From an optimization exercise on the open Yosys and OpenROAD flow, aimed at small area; shortcuts taken in it are not production practice. The RTL was checked by simulation tests, not by an equivalence proof against the original design. Power is estimated from default activity; no workload was simulated.

`flow/run.sh`:
```
#!/bin/bash
# synth_recipe.tcl (not shown) runs the flow's synth.tcl, then flattens the netlist and writes it again
# the make line also repeats each setting of config.mk as NAME=value (left out here)
make -C /OpenROAD-flow-scripts/flow DESIGN_CONFIG=/design/flow/config.mk WORK_HOME=/design/flow/orfs CLKGATE_MAP_FILE= SYNTH_SCRIPT=/design/flow/synth_recipe.tcl finish
```
`flow/config.mk`:
```
export PLATFORM = sky130hd
export DESIGN_NAME = nes_vga_scaler
export DESIGN_NICKNAME = nes_vga_scaler
export VERILOG_FILES = /design/flow/design.v
export SDC_FILE = /design/flow/constraint.sdc
export NUM_CORES = 4
export LEC_CHECK = 0
export CAP_MARGIN = 20
export CORE_MARGIN = 2
export CORE_UTILIZATION = 40
export SLEW_MARGIN = 20
```
`flow/constraint.sdc`:
```
create_clock -name core_clock -period 10.0 [get_ports {PCK}]
set_input_delay 2.0000 -clock core_clock [delete_from_list [all_inputs] [get_ports {PCK}]]
set_output_delay 2.0000 -clock core_clock [all_outputs]
set_load 0.01 [all_outputs]
```
`flow/design.v`:
```
package nes_vga_pkg;
    localparam int DEF_H_ACTIVE = 640;
    localparam int DEF_H_FP     = 16;
    localparam int DEF_H_SYNC   = 96;
    localparam int DEF_H_BP     = 48;
    localparam int DEF_V_ACTIVE = 480;
    localparam int DEF_V_FP     = 10;
    localparam int DEF_V_SYNC   = 2;
    localparam int DEF_V_BP     = 33;
    localparam int DEF_SRC_W    = 256;
    localparam int DEF_SRC_H    = 240;
    typedef enum logic [1:0] {IDLE, FETCH, DRAIN} fill_t;
    function automatic logic [11:0] pal(input logic [5:0] idx);
        case (idx)
            6'd0: pal = 12'h777;
            6'd1: pal = 12'h00F;
            6'd2: pal = 12'h00B;
            6'd3: pal = 12'h42B;
            6'd4: pal = 12'h908;
            6'd5: pal = 12'hA02;
            6'd6: pal = 12'hA10;
            6'd7: pal = 12'h810;
            6'd8: pal = 12'h530;
            6'd9: pal = 12'h070;
            6'd10: pal = 12'h060;
            6'd11: pal = 12'h050;
            6'd12: pal = 12'h045;
            6'd13: pal = 12'h000;
            6'd14: pal = 12'h000;
            6'd15: pal = 12'h000;
            6'd16: pal = 12'hBBB;
            6'd17: pal = 12'h07F;
            6'd18: pal = 12'h05F;
            6'd19: pal = 12'h64F;
            6'd20: pal = 12'hD0C;
            6'd21: pal = 12'hE05;
            6'd22: pal = 12'hF30;
            6'd23: pal = 12'hE51;
            6'd24: pal = 12'hA70;
            6'd25: pal = 12'h0B0;
            6'd26: pal = 12'h0A0;
            6'd27: pal = 12'h0A4;
            6'd28: pal = 12'h088;
            6'd29: pal = 12'h000;
            6'd30: pal = 12'h000;
            6'd31: pal = 12'h000;
            6'd32: pal = 12'hFFF;
            6'd33: pal = 12'h3BF;
            6'd34: pal = 12'h68F;
            6'd35: pal = 12'h97F;
            6'd36: pal = 12'hF7F;
            6'd37: pal = 12'hF59;
            6'd38: pal = 12'hF75;
            6'd39: pal = 12'hFA4;
            6'd40: pal = 12'hFB0;
            6'd41: pal = 12'hBF1;
            6'd42: pal = 12'h5D5;
            6'd43: pal = 12'h5F9;
            6'd44: pal = 12'h0ED;
            6'd45: pal = 12'h777;
            6'd46: pal = 12'h000;
            6'd47: pal = 12'h000;
            6'd48: pal = 12'hFFF;
            6'd49: pal = 12'hAEF;
            6'd50: pal = 12'hBBF;
            6'd51: pal = 12'hDBF;
            6'd52: pal = 12'hFBF;
            6'd53: pal = 12'hFAC;
            6'd54: pal = 12'hFDB;
            6'd55: pal = 12'hFEA;
            6'd56: pal = 12'hFD7;
            6'd57: pal = 12'hDF7;
            6'd58: pal = 12'hBFB;
            6'd59: pal = 12'hBFD;
            6'd60: pal = 12'h0FF;
            6'd61: pal = 12'hFDF;
            6'd62: pal = 12'h000;
            6'd63: pal = 12'h000;
            default: pal = 12'h000;
        endcase
    endfunction
endpackage
module nes_vga_line_buffer #(
    parameter int DEPTH = 256,
    localparam int AW = $clog2(DEPTH)
) (
    input  logic          clk,
    input  logic          wr_en,
    input  logic          wr_bank,
    input  logic [AW-1:0] wr_addr,
    input  logic [5:0]    wr_data,
    input  logic          rd_bank,
    input  logic [AW-1:0] rd_addr,
    output logic [5:0]    rd_data
);
    logic [5:0] mem [2][DEPTH];
    always_ff @(posedge clk) begin
        if (wr_en) mem[wr_bank][wr_addr] <= wr_data;
        rd_data <= mem[rd_bank][rd_addr];
    end
endmodule
import nes_vga_pkg::*;
module nes_vga_scaler #(
    parameter int H_ACTIVE = DEF_H_ACTIVE,
    parameter int H_FP     = DEF_H_FP,
    parameter int H_SYNC   = DEF_H_SYNC,
    parameter int H_BP     = DEF_H_BP,
    parameter int V_ACTIVE = DEF_V_ACTIVE,
    parameter int V_FP     = DEF_V_FP,
    parameter int V_SYNC   = DEF_V_SYNC,
    parameter int V_BP     = DEF_V_BP,
    parameter int SRC_W    = DEF_SRC_W,
    parameter int SRC_H    = DEF_SRC_H,
    parameter int SCALE    = 2,
    parameter int H_OFFSET = 64,
    parameter logic [5:0] BORDER_COLOR = 6'h0F
) (
    input  logic        PCK,
    input  logic        RST,
    output logic [15:0] vram_addr,
    output logic        vram_rd,
    input  logic [5:0]  vram_data,
    output logic [3:0]  vga_r,
    output logic [3:0]  vga_g,
    output logic [3:0]  vga_b,
    output logic        vga_hs,
    output logic        vga_vs,
    output logic        frame_start
);
    localparam int H_TOTAL = H_ACTIVE + H_FP + H_SYNC + H_BP;
    localparam int V_TOTAL = V_ACTIVE + V_FP + V_SYNC + V_BP;
    localparam int HW = $clog2(H_TOTAL);
    localparam int VW = $clog2(V_TOTAL);
    localparam int CW = $clog2(SRC_W);
    localparam int SW = SCALE > 1 ? $clog2(SCALE) : 1;
    logic [HW-1:0] hcnt;
    logic [VW-1:0] vcnt, row, frow;
    logic [CW-1:0] col, fcol, wr_col;
    logic [SW-1:0] sx, sy;
    logic [1:0] valid;
    logic [5:0] rd_data, idx;
    logic [11:0] rgb;
    logic h_end, v_end, in_hwin, in_vwin, trigger, nbank, fbank, wr_en, wr_bank;
    logic s1_act, s1_win, s1_valid, s1_hs, s1_vs, s1_fs;
    nes_vga_pkg::fill_t state, state_nx;
    assign h_end   = hcnt == HW'(H_TOTAL - 1);
    assign v_end   = vcnt == VW'(V_TOTAL - 1);
    assign in_hwin = hcnt >= HW'(H_OFFSET) && hcnt < HW'(H_OFFSET + SRC_W * SCALE);
    assign in_vwin = vcnt < VW'(SRC_H * SCALE);
    assign trigger = hcnt == '0 && (v_end || (in_vwin && sy == '0 && int'(row) + 1 < SRC_H));
    assign nbank   = v_end ? 1'b0 : ~row[0];
    always_ff @(posedge PCK or posedge RST) begin
        if (RST) begin
            hcnt <= '0;
            vcnt <= '0;
            col  <= '0;
            sx   <= '0;
            row  <= '0;
            sy   <= '0;
        end else begin
            hcnt <= h_end ? '0 : hcnt + 1'b1;
            sx   <= (!in_hwin || sx == SW'(SCALE - 1)) ? '0 : sx + 1'b1;
            col  <= !in_hwin ? '0 : (sx == SW'(SCALE - 1) ? col + 1'b1 : col);
            if (h_end) begin
                vcnt <= v_end ? '0 : vcnt + 1'b1;
                sy   <= (v_end || sy == SW'(SCALE - 1)) ? '0 : sy + 1'b1;
                row  <= v_end ? '0 : (sy == SW'(SCALE - 1) ? row + 1'b1 : row);
            end
        end
    end
    always_ff @(posedge PCK or posedge RST) begin
        if (RST) state <= IDLE;
        else state <= state_nx;
    end
    always_comb begin
        state_nx = (state == IDLE && trigger) ? FETCH :
                   (state == FETCH && fcol == CW'(SRC_W - 1)) ? DRAIN :
                   (state == DRAIN) ? IDLE : state;
    end
    always_comb begin
        vram_rd   = state == FETCH;
        vram_addr = 16'(int'(frow) * SRC_W + int'(fcol));
    end
    always_ff @(posedge PCK or posedge RST) begin
        if (RST) begin
            fcol    <= '0;
            frow    <= '0;
            fbank   <= 1'b0;
            valid   <= '0;
            wr_en   <= 1'b0;
            wr_col  <= '0;
            wr_bank <= 1'b0;
        end else begin
            wr_en   <= vram_rd;
            wr_col  <= fcol;
            wr_bank <= fbank;
            if (state == IDLE && trigger) begin
                fcol         <= '0;
                frow         <= v_end ? '0 : row + 1'b1;
                fbank        <= nbank;
                valid[nbank] <= 1'b0;
            end else if (state == FETCH) begin
                fcol <= fcol == CW'(SRC_W - 1) ? '0 : fcol + 1'b1;
            end
            if (state == DRAIN) valid[fbank] <= 1'b1;
        end
    end
    nes_vga_line_buffer #(.DEPTH(SRC_W)) u_buf (
        .clk     (PCK),
        .wr_en   (wr_en),
        .wr_bank (wr_bank),
        .wr_addr (wr_col),
        .wr_data (vram_data),
        .rd_bank (row[0]),
        .rd_addr (col),
        .rd_data (rd_data)
    );
    always_ff @(posedge PCK or posedge RST) begin
        if (RST) begin
            s1_act   <= 1'b0;
            s1_win   <= 1'b0;
            s1_valid <= 1'b0;
            s1_hs    <= 1'b1;
            s1_vs    <= 1'b1;
            s1_fs    <= 1'b0;
        end else begin
            s1_act   <= hcnt < HW'(H_ACTIVE) && vcnt < VW'(V_ACTIVE);
            s1_win   <= in_hwin && in_vwin;
            s1_valid <= valid[row[0]];
            s1_hs    <= !(hcnt >= HW'(H_ACTIVE + H_FP) && hcnt < HW'(H_ACTIVE + H_FP + H_SYNC));
            s1_vs    <= !(vcnt >= VW'(V_ACTIVE + V_FP) && vcnt < VW'(V_ACTIVE + V_FP + V_SYNC));
            s1_fs    <= hcnt == '0 && vcnt == '0;
        end
    end
    always_comb begin
        idx = !s1_win ? BORDER_COLOR : (s1_valid ? rd_data : 6'h0F);
        rgb = s1_act ? nes_vga_pkg::pal(idx) : 12'h000;
    end
    always_ff @(posedge PCK or posedge RST) begin
        if (RST) begin
            {vga_r, vga_g, vga_b} <= 12'h000;
            vga_hs      <= 1'b1;
            vga_vs      <= 1'b1;
            frame_start <= 1'b0;
        end else begin
            {vga_r, vga_g, vga_b} <= rgb;
            vga_hs      <= s1_hs;
            vga_vs      <= s1_vs;
            frame_start <= s1_fs;
        end
    end
endmodule
```
==> results by group <==
Critical path
  • Critical path launch point type: flop
  • Crit path DAT: 6.23 ns
  • Worst r2r src: col[0]
  • CP Launch Point: col[0]
  • Worst-path maximum fanout: 79
  • Critical path capture point type: flop
  • Crit Path Class: flop to flop
  • Req. time, crit path: 10.80 ns

Global routing
  • Largest net degree at the start of global routing: 196
  • GRT Total Usage: 0.2202
  • Antenna violations before repair: 24
  • Vias in the first global route: 63.79k
  • Grt total ovfl: 0
  • Global-route wire length before repair: 496400 microns

STA
  • Clock skew: 0.06430 ns
  • Slew HR: 0.1445
  • RSZ-0062 raised after global routing: false
  • Measured slew at the worst slew-check pin: 1.276 ns
  • Fin Setup TNS: 0 ns
  • Final hold vios: 0
  • Post-route clock period utilization: 0.5423
  • Min Tclk post-route: 5.423 ns
  • Fmax: 0.1844 GHz
  • Count of pins over their slew limit: 0
  • Final setup viols: 0

Finish
  • Fill cells: 26.17k
  • Final nets: 6389
  • Finished Layout Cells: 10.78k
  • Final Util: 0.4514
  • Fraction of layout cells with a size suffix above 1: 0.2182
  • Layout area overhead: 12.44%

Power
  • Cell Pwr Density: 191.0 nW/um^2
  • P_leak: 42.31 nW
  • Worst VDD drop: 0.1368 mV

Clocking
  • Hold_buf cts: 0
  • CTS buffer count: 329
  • H-tree depth: 5
  • Root Buffer: clkbuf_16
  • # resized after CTS: 0
  • TritonCTS clock tree: done
  • Clock Latency Late Sink: 0.90 ns
  • CTS Sinks: 3169
  • CTS max path bufs: 4
  • Post-CTS Setup Bufs: 0
  • Clock Pin Slew Worst Setup and Hold Paths: 0.06 ns

Yosys
  • Synth Flop Type: edfxtp_1
  • Syn_area_per_cell: 20.01 sq um
  • Synth cell count leaders: 3072 x edfxtp_1, 735 x mux4_2, 594 x nor2_1
  • Largest area contributor in the netlist: edfxtp_1
  • Part of the Yosys area used for sequential elements: 0.7571
  • Count leader, synth: edfxtp_1
  • Synth Warn #: 2
  • Post-synth EDFFs: 3072
  • Synthesized flop and latch total: 3169
  • Post-Syn Instances: 6247
  • Synth unique cells: 82
  • Mapped Area: 125000 sq um
  • Syn nets: 6272
  • Post-synthesis async set-or-reset flop share: 0.02872
  • Post-synth top area share: 0.7379
  • Synth area leaders: edfxtp_1 74%, mux4_2 13%, nor2_1 1.8%

Floorplanning
  • Initial Utilization: 0.4015
  • Die X: 563.1 microns
  • Core Area: 311400 sq um
  • Chip height: 563.1 microns
  • Row count: 205
  • I/O pin count: 40
  • Die area: 317000 sq um

Placement
  • GPL Wtd Cong: 0.8630
  • DP Cell Count: 10.17k
  • IO buf count: 39
  • Post-detail-place hpwl: 209000 microns

Detailed routing
  • DRT Pass-1 Iters: 5
  • Post-DRT Antenna Nets: 0
  • Post-route DRC violation count: 0
  • Vias: 65.05k
  • Routed WL per cell: 32.83 microns
  • 1st-iter DRT viols: 9616
  • Vias/cell: 6.036
  • WL final: 353800 microns

Worst hold path
  • Worst hold path type: flop to flop
  • Critical hold path startpoint: s1_fs

Outcome
  • Status: finished clean

Run
  • Max_cap viols: 0
## power by group
part | switching [mW] | total [mW] | internal (mW) | leakage, nW
registers | 0.000316 | 14.6 | 14.6 | 28.8
clock network | 5.17 | 12.1 | 6.89 | 5.13
logic | 0.214 | 0.228 | 0.0148 | 8.35
total | 5.38 | 26.8 | 21.5 | 42.3
## metrics by stage
stage | hold slack (ns) | instance area (sq um) | worst slack [ns] | total power [mW]
after global routing | 0.3570 | 140500 | 4.516 | 27.49
after detailed placement | 0.3411 | 130000 | 4.678 | 15.07
after floorplan | 0.3312 | 125000 | 5.643 | 14.84
after global placement | 0.3355 | 130000 | 4.579 | 15.05
final | 0.3541 | 140600 | 4.577 | 26.85
after CTS | 0.3552 | 140500 | 4.653 | 26.98
## cell usage in the layout, fill, tap and decap left out, types with 11 or more instances in the layout
cell	n
edfxtp_1	3072
mux4_2	735
nor2_1	589
clkbuf_16	330
mux2i_1	219
nand2_1	182
buf_4	128
a21oi_1	124
o21ai_0	95
clkinv_1	81
dfrtp_1	80
a22oi_1	65
nand3_1	62
clkbuf_1	61
clkinv_2	52
a221oi_1	44
mux2_2	43
a211oi_1	36
clkdlybuf4s50_1	33
o221ai_1	32
o22ai_1	31
bufinv_16	29
inv_1	28
a31oi_1	23
nor3_1	20
and3_1	20
ha_1	17
xnor2_1	15
o31ai_1	15
nand2b_1	15
buf_12	15
and2_1	13
a22o_1	13
nand4_1	12
nor2b_1	12
a311oi_1	12
nand2_4	12
diode_2	11
o211ai_1	11
## cell families after synthesis
logic type	Yosys count	synth area share
AO/OA/AOI/OAI	599	0.03313
XOR/XNOR	26	0.001822
adder cells (fa/ha/maj)	17	0.001701
buffers and inverters	433	0.01828
flip-flops	3169	0.7571
multiplexers	997	0.1538
AND/OR/NAND/NOR	1006	0.03415
## metal layers
metal	wire length, microns	track usage	vias up
met1	139400	0.3088	34730
met3	35930	0.04587	647
met5	54	0	-
li1	-	-	25980
met2	164500	0.3413	3693
met4	13900	0.08020	6
## state kept, by name, indices dropped and copies added (netlist names), 8 cells and up
name / cells
col: 8
fcol: 8
frow: 8
hcnt: 10
row: 10
u_buf.mem: 3072
vcnt: 10
wr_col: 8
## layout make-up
type                    instances  area, sq um  area share
multi-input cells            2645        28330      0.2015
inverters                      34        135.1   0.0009613
flip-flops and latches       3169        94670      0.6735
clock buffers                 395         8542     0.06076
clock inverters               198         1961     0.01395
well taps                    4140         5180     0.03685
diodes                         11        27.53   0.0001958
repair buffers                185         1725     0.01227
## worst max-delay path: stages, from the launching register on
cell,delay [ns]
dfrtp_4,0.79
buf_12,0.55
buf_4,0.82
and2_1,0.36
buf_4,0.30
a221oi_1,0.17
o2111ai_1,0.37
o311ai_0,0.45
a2111oi_0,1.07
o32a_1,0.28
## path summary, 6_finish.rpt
| check | slack [ns] | depth (start not counted) | endpoint |
|---|---|---|---|
| worst max-delay path | 4.58 | 9 | u_buf.rd_data[1] |
| worst min register to register | 0.35 | 0 | frame_start |
| max in group asynchronous | 7.34 | 3 | wr_col[1] |
| min in group asynchronous | 1.47 | 2 | vga_r[0] |
| worst max register to register | 4.58 | 9 | u_buf.rd_data[1] |
| worst min-delay path | 0.35 | 0 | frame_start |

[re-timing with driven ports]
No port has a modelled driver above. Below, the same layout with a new extraction and two added sets of constraints.
Step 1: set_driving_cell puts a clkbuf_16 on PCK and a buf_2 on each other input, an assumption about the parent block.
Step 2, shift: input delay + t, output delay - t, t = (earliest + latest rising clock arrival at the registers) / 2. This alone moves slack from input paths to output paths.
a / b / c = ideal ports / drivers / drivers and shift; a / b = the first two.
shift t [ns]: 0.977
slack for setup (ns): 4.577 / 4.577 / 4.577
hold WS [ns]: 0.354 / 0.354 / 0.354
After both steps setup and hold are still met in this run. For this run, drivers alone change the setup slack by 0.000 ns; drivers and shift together by 0.000 ns.
